From an optimization exercise on the open Yosys and OpenROAD flow, aimed at small area, a short achievable clock period and few clock cycles per item; shortcuts taken in it are not production practice.
Only simulation tests tie the RTL to the original design; equivalence was not proved.
Power figures rest on the tool's default switching activity, not on a simulated workload.

**flow/config.mk**
```make
export PLATFORM = sky130hd
export DESIGN_NAME = noc_router
export DESIGN_NICKNAME = noc_router
export VERILOG_FILES = /design/flow/design.v
export SDC_FILE = /design/flow/constraint.sdc
export NUM_CORES = 4
export LEC_CHECK = 0
export CAP_MARGIN = 20
export CORE_MARGIN = 2
export CORE_UTILIZATION = 40
export SLEW_MARGIN = 20
```
**flow/constraint.sdc**
```tcl
create_clock -name core_clock -period 5.5 [get_ports {clock}]
set_input_delay 1.1000 -clock core_clock [delete_from_list [all_inputs] [get_ports {clock}]]
set_output_delay 1.1000 -clock core_clock [all_outputs]
set_load 0.01 [all_outputs]
```
**flow/design.v**
```verilog
package noc_pkg;
    localparam int num_ports   = 4;
    localparam int num_sources = num_ports - 1;
    localparam int fifo_depth  = 8;
    localparam int fifo_ptr_w  = $clog2(fifo_depth);
    localparam int fifo_cnt_w  = fifo_ptr_w + 1;
    typedef logic [7:0] byte_t;
    typedef logic [3:0] node_t;
    typedef logic [1:0] port_t;
    typedef struct packed {
        node_t       src;
        node_t       dest;
        logic [23:0] data;
    } pkt_t;
    function automatic port_t route_port(input int router_id, input node_t dest);
        port_t p;
        p = 2'd0;
        if (router_id == 0) begin
            case (dest)
                4'd0:    p = 2'd0;
                4'd1:    p = 2'd2;
                4'd2:    p = 2'd3;
                default: p = 2'd1;
            endcase
        end else begin
            case (dest)
                4'd3:    p = 2'd0;
                4'd4:    p = 2'd1;
                4'd5:    p = 2'd2;
                default: p = 2'd3;
            endcase
        end
        route_port = p;
    endfunction
    function automatic port_t queue_slot(input port_t arrival, input port_t out_port);
        queue_slot = (arrival < out_port) ? arrival : port_t'(arrival - 2'd1);
    endfunction
    function automatic int dest_count(input int router_id, input int out_port);
        int n;
        n = 0;
        for (int d = 0; d < 16; d++) begin
            if (int'(route_port(router_id, node_t'(d))) == out_port) n = n + 1;
        end
        dest_count = n;
    endfunction
    function automatic int dest_first(input int router_id, input int out_port);
        int f;
        f = 0;
        for (int d = 15; d >= 0; d--) begin
            if (int'(route_port(router_id, node_t'(d))) == out_port) f = d;
        end
        dest_first = f;
    endfunction
endpackage
`timescale 1ns/1ps
module packet_fifo #(
    parameter bit       dest_fixed = 1'b0,
    parameter bit [3:0] dest_value = 4'd0
) (
    input  logic        clock,
    input  logic        reset_n,
    input  logic [31:0] data_in,
    input  logic        write,       
    input  logic        pop,         
    input  logic [1:0]  byte_sel,    
    output logic [7:0]  byte_out,
    output logic        full,
    output logic        nonempty
);
    localparam int depth = noc_pkg::fifo_depth;
    localparam int pw    = noc_pkg::fifo_ptr_w;
    logic [3:0]  src_mem  [depth];
    logic [3:0]  dest_mem [depth];
    logic [23:0] data_mem [depth];
    logic [pw-1:0] wr_ptr;
    logic [pw-1:0] rd_ptr;
    logic [pw:0]   count;
    assign full     = count[pw];
    assign nonempty = |count;
    always_ff @(posedge clock, negedge reset_n) begin
        if (!reset_n) begin
            wr_ptr <= '0;
            rd_ptr <= '0;
            count  <= '0;
        end else begin
            if (write) wr_ptr <= wr_ptr + 1'b1;
            if (pop)   rd_ptr <= rd_ptr + 1'b1;
            if (write && !pop)      count <= count + 1'b1;
            else if (pop && !write) count <= count - 1'b1;
        end
    end
    always_ff @(posedge clock) begin
        if (write) begin
            src_mem[wr_ptr]  <= data_in[31:28];
            data_mem[wr_ptr] <= data_in[23:0];
        end
    end
    if (dest_fixed) begin : g_dest_fixed
        always_comb for (int e = 0; e < depth; e++) dest_mem[e] = dest_value;
    end else begin : g_dest_stored
        always_ff @(posedge clock) begin
            if (write) dest_mem[wr_ptr] <= data_in[27:24];
        end
    end
    always_comb begin
        case (byte_sel)
            2'd0:    byte_out = {src_mem[rd_ptr], dest_mem[rd_ptr]};
            2'd1:    byte_out = data_mem[rd_ptr][23:16];
            2'd2:    byte_out = data_mem[rd_ptr][15:8];
            default: byte_out = data_mem[rd_ptr][7:0];
        endcase
    end
endmodule
`timescale 1ns/1ps
module input_port #(
    parameter int router_id  = 0,
    parameter int port_index = 0
) (
    input  logic  clock,
    input  logic  reset_n,
    input  logic  put_inbound,
    input  noc_pkg::byte_t payload_inbound,
    input  logic [noc_pkg::num_ports-1:0] queue_full,    
    output logic  free_inbound,
    output logic [31:0] packet,
    output logic [noc_pkg::num_ports-1:0] write          
);
    logic [1:0] cnt;         
    logic       pend;        
    logic       hold;        
    logic [noc_pkg::num_ports-1:0] route;    
    logic       space;
    logic       free_q;
    assign free_inbound = free_q;
    assign space        = ~|(route & queue_full);
    logic [noc_pkg::num_ports-1:0] route_dec;
    always_comb begin
        route_dec = '0;
        route_dec[noc_pkg::route_port(router_id, packet[3:0])] = 1'b1;
        route_dec[port_index] = 1'b0;
    end
    assign write = (pend && space) ? route : '0;
    always_ff @(posedge clock, negedge reset_n) begin
        if (!reset_n) begin
            cnt    <= '0;
            pend   <= 1'b0;
            hold   <= 1'b0;
            route  <= '0;
            free_q <= 1'b1;
        end else begin
            if (pend && space) pend <= 1'b0;
            if (cnt == 2'd0) begin
                if (put_inbound && free_q) begin
                    cnt    <= 2'd3;
                    free_q <= 1'b0;
                end
                if (hold && space) begin
                    hold   <= 1'b0;
                    free_q <= 1'b1;
                end
            end else begin
                cnt <= cnt - 1'b1;
                if (cnt == 2'd3) route <= route_dec;
                if (cnt == 2'd1) begin
                    pend   <= 1'b1;
                    hold   <= !space;
                    free_q <= space;
                end
            end
        end
    end
    always_ff @(posedge clock) begin
        if (!hold) packet <= {packet[23:0], payload_inbound};
    end
endmodule
`timescale 1ns/1ps
module output_port (
    input  logic                         clock,
    input  logic                         reset_n,
    input  logic                         free_outbound,
    input  logic [noc_pkg::num_sources-1:0]       queue_nonempty,
    input  logic [noc_pkg::num_sources-1:0][7:0]  queue_byte,
    output logic [1:0]                   byte_sel,
    output logic [noc_pkg::num_sources-1:0]       queue_pop,
    output logic                         put_outbound,
    output noc_pkg::byte_t                        payload_outbound
);
    localparam int ns = noc_pkg::num_sources;
    logic          busy;
    logic [1:0]    bsel;      
    logic [ns-1:0] cur;       
    logic [ns-1:0] last;      
    logic [ns-1:0] pick;      
    logic [ns-1:0] src;
    logic          start;
    logic [7:0]    byte_mux;
    logic          put_q;
    logic [7:0]    pay_q;
    assign byte_sel         = bsel;
    assign put_outbound     = put_q;
    assign payload_outbound = pay_q;
    always_comb begin
        pick = '0;
        for (int k = ns; k >= 1; k--) begin
            for (int j = 0; j < ns; j++) begin
                if (last[j] && queue_nonempty[(j + k) % ns]) begin
                    pick = '0;
                    pick[(j + k) % ns] = 1'b1;
                end
            end
        end
    end
    assign start = !busy && free_outbound && |queue_nonempty;
    assign src   = busy ? cur : pick;
    always_comb begin
        byte_mux = '0;
        for (int j = 0; j < ns; j++) byte_mux |= src[j] ? queue_byte[j] : 8'h00;
    end
    assign queue_pop = (busy && bsel == 2'd3) ? cur : '0;
    always_ff @(posedge clock, negedge reset_n) begin
        if (!reset_n) begin
            busy  <= 1'b0;
            bsel  <= '0;
            cur   <= '0;
            last  <= ns'(1) << (ns - 1);
            put_q <= 1'b0;
        end else begin
            put_q <= start;
            if (start) begin
                busy <= 1'b1;
                bsel <= 2'd1;
                cur  <= pick;
                last <= pick;
            end else if (busy) begin
                bsel <= bsel + 1'b1;
                if (bsel == 2'd3) busy <= 1'b0;
            end
        end
    end
    always_ff @(posedge clock) begin
        pay_q <= byte_mux;
    end
endmodule
`timescale 1ns/1ps
module noc_router #(
    parameter int router_id = 0
) (
    input  logic                    clock,
    input  logic                    reset_n,
    input  logic  [noc_pkg::num_ports-1:0]   put_inbound,
    input  noc_pkg::byte_t [noc_pkg::num_ports-1:0]   payload_inbound,
    input  logic  [noc_pkg::num_ports-1:0]   free_outbound,
    output logic  [noc_pkg::num_ports-1:0]   free_inbound,
    output logic  [noc_pkg::num_ports-1:0]   put_outbound,
    output noc_pkg::byte_t [noc_pkg::num_ports-1:0]   payload_outbound
);
    localparam int np = noc_pkg::num_ports;
    localparam int ns = noc_pkg::num_sources;
    logic [np-1:0][31:0]   in_packet;
    logic [np-1:0][np-1:0] in_write;    
    logic [np-1:0][np-1:0] in_full;     
    logic [np-1:0][ns-1:0]      q_full;
    logic [np-1:0][ns-1:0]      q_nonempty;
    logic [np-1:0][ns-1:0]      q_pop;
    logic [np-1:0][ns-1:0][7:0] q_byte;
    logic [np-1:0][1:0]         q_byte_sel;
    for (genvar i = 0; i < np; i++) begin : g_in
        input_port #(
            .router_id  (router_id),
            .port_index (i)
        ) i_input_port (
            .clock           (clock),
            .reset_n         (reset_n),
            .put_inbound     (put_inbound[i]),
            .payload_inbound (payload_inbound[i]),
            .queue_full      (in_full[i]),
            .free_inbound    (free_inbound[i]),
            .packet          (in_packet[i]),
            .write           (in_write[i])
        );
    end
    for (genvar o = 0; o < np; o++) begin : g_out
        localparam bit fixed = (noc_pkg::dest_count(router_id, o) == 1);
        localparam bit [3:0] dval = 4'(noc_pkg::dest_first(router_id, o));
        assign in_full[o][o] = 1'b0;
        for (genvar s = 0; s < ns; s++) begin : g_slot
            localparam int src = (s < o) ? s : s + 1;
            assign in_full[src][o] = q_full[o][s];
            packet_fifo #(
                .dest_fixed (fixed),
                .dest_value (dval)
            ) i_packet_fifo (
                .clock    (clock),
                .reset_n  (reset_n),
                .data_in  (in_packet[src]),
                .write    (in_write[src][o]),
                .pop      (q_pop[o][s]),
                .byte_sel (q_byte_sel[o]),
                .byte_out (q_byte[o][s]),
                .full     (q_full[o][s]),
                .nonempty (q_nonempty[o][s])
            );
        end
        output_port i_output_port (
            .clock            (clock),
            .reset_n          (reset_n),
            .free_outbound    (free_outbound[o]),
            .queue_nonempty   (q_nonempty[o]),
            .queue_byte       (q_byte[o]),
            .byte_sel         (q_byte_sel[o]),
            .queue_pop        (q_pop[o]),
            .put_outbound     (put_outbound[o]),
            .payload_outbound (payload_outbound[o])
        );
    end
endmodule
```
**flow/run.sh**
```bash
#!/bin/bash
# synth_recipe.tcl (not shown) runs the flow's synth.tcl, then flattens the netlist and writes it again
# the make line also repeats each setting of config.mk as NAME=value (left out here)
make -C /OpenROAD-flow-scripts/flow DESIGN_CONFIG=/design/flow/config.mk WORK_HOME=/design/flow/orfs CLKGATE_MAP_FILE= SYNTH_SCRIPT=/design/flow/synth_recipe.tcl finish
```
==> run_results.csv <==
group,metric,value,unit
clock_network,cts_made_buffers,325,
grt,grt_pass1_wl,419000,microns
final_layout,area_growth,14.5,%
clock_network,cts_root_buf,"clkbuf_16",
grt,groute.layer.met2.usage,29.6,%
route,ant_nets,0,
timing,max_freq,269,MHz
route,drtPass1Iterations,6,
yosys,avgSynthCellArea,21.0,sq um
yosys,synth_flop_cell,"edfxtp_1",
die,initial_utilization,40.3,%
placed_design,io_buffers,81,
route,drt-initial-drc-count,6274,
setup_path,crit_chain,"a222oi_1, nand3_1, inv_1, nand2_1, nor2_4, buf_4",
timing,fin_setup_tns,0,ns
yosys,synth_cell_types,75,
grt,top_usage_layer,"met2",
clock_network,htreeDepth,5,
setup_path,crit_family,"simple AND/OR/NAND/NOR gates",
yosys,synth-warning-count,12,
final_layout,nets,6248,
timing,timing.final.max_slew_violations,0,
timing,finalSetupViolCount,0,
yosys,ys_async_sr_fraction,5.89,%
power_and_ir_drop,peakVddDrop,246,uV
route,viasPerCell,5.65,
grt,overflow,0,
route,drt_drc_violations_left,0,
power_and_ir_drop,power.total,61.9,mW
clock_network,clkLatencyLatePin,0.87,ns
placed_design,hpwl,171000,microns
setup_path,arrival,4.26,ns
grt,antenna_found_initial,28,
setup_path,max_stage_delay,0.82,ns
yosys,syn_area,121000,sq um
clock_network,cts-resized-gates,0,
clock_network,clk_pin_slew_worst_paths,0.06,ns
yosys,yosys.area.top_type,"edfxtp_1",
clock_network,cts.sinks,3124,
placed_design,place_congestion,0.776,
timing,rsz0062_at_grt,"false",
route,post_drt_wl_per_cell,27.7,microns
route,wirelength,286000,microns
grt,grt_pass1_vias,59800,
timing,slew_headroom,24.6,%
route,vias,58400,
timing,fin_skew,0.0526,ns
setup_path,startpoint_type,"flop",
power_and_ir_drop,power_density,446,nW/um^2
hold_path,hold_path_class,"input pin to async pin",
setup_path,worstPathRequired,6.04,ns
yosys,synth_top_area_share,72.2,%
die,core,301000,sq um
grt,use_met1,26.9,%
die,io_pins,82,
grt,grt_max_degree,83,
yosys,synth_area_leaders,"edfxtp_1 72%, mux4_2 12%, dfrtp_1 3.6%",
clock_network,clockBufferDepth,4,
die,chipHeight,554,microns
clock_network,hold_buffers,0,
clock_network,cts_tree,"built",
timing,finalHoldViolCount,0,
timing,min_period_over_period,67.7,%
die,dieWidth,554,microns
setup_path,worst-setup-path-type,"flop to flop",
setup_path,cp_num_buf_inv,2,
setup_path,path_max_fanout,23,
setup_path,slowest_stage,"a222oi_1",
yosys,synth-seq-cells,3124,
grt,grtUsageMet3,2.65,%
yosys,synth_fp_nets,5900,
flow_run,maxCapViolCount,0,
die,fp-row-count,201,
power_and_ir_drop,p_leak,43.0,nW
yosys,synth_seq_area_share,76.5,%
yosys,netlist_instances,5758,
die,dieArea,307000,sq um
grt,track_usage,18.5,%
setup_path,worstSetupEndpointType,"flop",
clock_network,cts_setup_buffers,0,
final_layout,drive_gt1_share,25.3,%
yosys,synth-edff-count,2908,
status,status,"complete, no violations",
timing,finalCriticalPeriod,3.72,ns
timing,worst_slew_pin_slew,1.13,ns
-- power breakdown --
part	internal (mW)	total (mW)	switching (mW)
combinational	2.40	7.39	4.99
clock	12.7	21.6	8.93
sequential	30.0	32.9	2.94
total	45.0	61.9	16.9
-- metrics by stage --
| step | instances | instance area [sq um] | hold WS [ns] | utilization, % | setup WS (ns) |
|---|---|---|---|---|---|
| after CTS | 10300 | 138000 | 0.253 | 45.9 | 1.74 |
| final | 10300 | 139000 | 0.284 | 46.1 | 1.78 |
| after global routing | 10300 | 139000 | 0.283 | 46.1 | 1.50 |
| after floorplan | 5758 | 121000 | 0.463 | - | 0.525 |
| after detailed placement | 9713 | 128000 | 0.509 | 42.5 | 1.76 |
| after global placement | 9701 | 127000 | 0.498 | 42.4 | 1.90 |
-- state kept, by name, indices dropped and copies added, names as in the netlist, 8 cells and up --
| signal | flops |
|---|---|
| g_out.g_slot.i_packet_fifo.data_mem | 2304 |
| g_out.g_slot.i_packet_fifo.src_mem | 384 |
| g_in.i_input_port.packet | 124 |
| g_out.g_slot.i_packet_fifo.dest_mem | 96 |
| g_out.g_slot.i_packet_fifo.count | 48 |
| g_out.g_slot.i_packet_fifo.rd_ptr | 36 |
| g_out.g_slot.i_packet_fifo.wr_ptr | 36 |
| g_out.i_output_port.pay_q | 32 |
| g_in.i_input_port.route | 12 |
| g_in.i_input_port.cnt | 8 |
| g_out.i_output_port.bsel | 8 |
| g_out.i_output_port.cur | 8 |
| g_out.i_output_port.last | 8 |
-- cell families (layout without fill, tap and decap cells) --
family | count (synthesis) | count (layout) | share of synthesized area, %
and+or+nand+nor | 629 | 629 | 2.51
AOI/OAI and AO/OA | 499 | 499 | 2.99
buffers and inverters | 370 | 975 | 1.42
xor gates and xnor gates | 100 | 100 | 0.724
DFF | 3124 | 3124 | 76.5
other | 0 | 9 | 0
muxes | 936 | 936 | 14.7
adders and majority gates | 100 | 100 | 1.11
-- cell usage after synthesis (all sizes together) (8+ instances only) --
library cell and instances:
a221oi 37, a32oi 11, a222oi 13, xnor2 85
a21oi 76, mux2i 165, o311ai 12, fa 12
a31oi 13, nor2b 31, a22o 11, o21ai 78
inv 83, a221o 10, mux2 106, or4 8
xor2 15, dfrtp 176, dfxtp 32, buf 181
a22oi 63, a21o 24, clkbuf 104, dfstp 8
nand3 90, and2 16, ha 88, o41ai 10
o2111ai 8, mux4 665, a211oi 14, a32o 9
or2 9, edfxtp 2908, nand4 18, nand2b 33
o211ai 41, nor3 52, o22ai 29, o221ai 12
nor4 32, nand2 216, nor2 100
-- routing by layer --
metal,up-vias,part of all wire (%)
li1,24600,-
met5,-,0.016
met2,1942,48
met3,348,6.4
met1,31500,44
met4,8,1.8
-- path summary, 6_finish.rpt --
check,startpoint,endpoint,slack (ns),cells after the start
min reg2reg,g_out[0].g_slot[0].i_packet_fifo.wr_ptr[0],g_out[0].g_slot[0].i_packet_fifo.wr_ptr[0],0.52,1
max reg2reg,g_out[0].g_slot[1].i_packet_fifo.count[3],g_out[1].g_slot[1].i_packet_fifo.dest_mem[5][1],1.78,6
max in group asynchronous,reset_n,g_out[0].g_slot[2].i_packet_fifo.rd_ptr[0],3.89,2
min,reset_n,g_out[1].g_slot[0].i_packet_fifo.count[0],0.28,1
min in group core_clock,g_out[0].g_slot[0].i_packet_fifo.wr_ptr[0],g_out[0].g_slot[0].i_packet_fifo.wr_ptr[0],0.52,1
max,g_out[0].g_slot[1].i_packet_fifo.count[3],g_out[1].g_slot[1].i_packet_fifo.dest_mem[5][1],1.78,6
-- final cells by class --
| type | count | area [sq um] |
|---|---|---|
| diodes | 9 | 22.5 |
| clock buffers | 416 | 8770 |
| clock inverters | 168 | 1670 |
| fillers | 24600 | 162000 |
| inverters | 85 | 319 |
| multi-input cells | 2264 | 27200 |
| flip-flops and latches | 3124 | 92700 |
| well taps | 3958 | 4950 |
| repair buffers | 306 | 2960 |
-- worst register-to-register path, cell delays in order (launching register included) --
cell      delay, ns
dfrtp_1        0.47
a222oi_1       0.82
nand3_1        0.50
inv_1          0.26
nand2_1        0.25
nor2_4         0.77
buf_4          0.35
-- cells in the final DEF, fill, tap and decap left out, types with 14 or more instances in the layout --
master and count:
and2_1 16, nor3_2 39, nor4_1 17, nand2_1 216
bufinv_16 29, clkinv_2 45, a22oi_1 63, inv_1 81
dfrtp_2 21, clkbuf_16 329, a221oi_1 37, dfrtp_1 143
ha_1 82, buf_8 24, nor2_2 27, dfxtp_1 32
xnor2_1 85, o211ai_1 41, nand4_1 18, nand2b_1 33
a211oi_1 14, edfxtp_1 2908, clkbuf_8 21, clkdlybuf4s50_1 80
nor2_1 61, nor2b_1 30, nor4_2 15, mux2_2 99
o21ai_0 76, nand3_1 90, a21oi_1 76, clkbuf_1 66
clkinv_1 64, xor2_1 15, o22ai_1 29, mux4_2 660
buf_4 187, mux2i_1 165, a21o_1 24
Testbench counts, summed over its fixed seeds: cycles 7,239, items 6,400.

## static timing again, ports no longer ideal
No port has a modelled driver above. Below, the same layout with a new extraction and two added sets of constraints. Step 1: set_driving_cell puts a clkbuf_16 on clock and a buf_2 on each other input, an assumption about the parent block. Step 2 also shifts input and output timing later by t, the mid clock arrival at the registers, as if the neighbouring blocks saw the same clock. Slacks: ideal / step 1 / step 2; pairs: ideal / step 1.
t, ns: 0.938
slack for setup (ns): 1.779 / 1.779 / 1.779
hold slack, ns: 0.284 / 0.274 / 0.518
worst setup path after step 2: register to register
After both steps this run still meets setup and hold. The setup slack of this run moves by 0.000 ns with the drivers and by 0.000 ns with both steps.
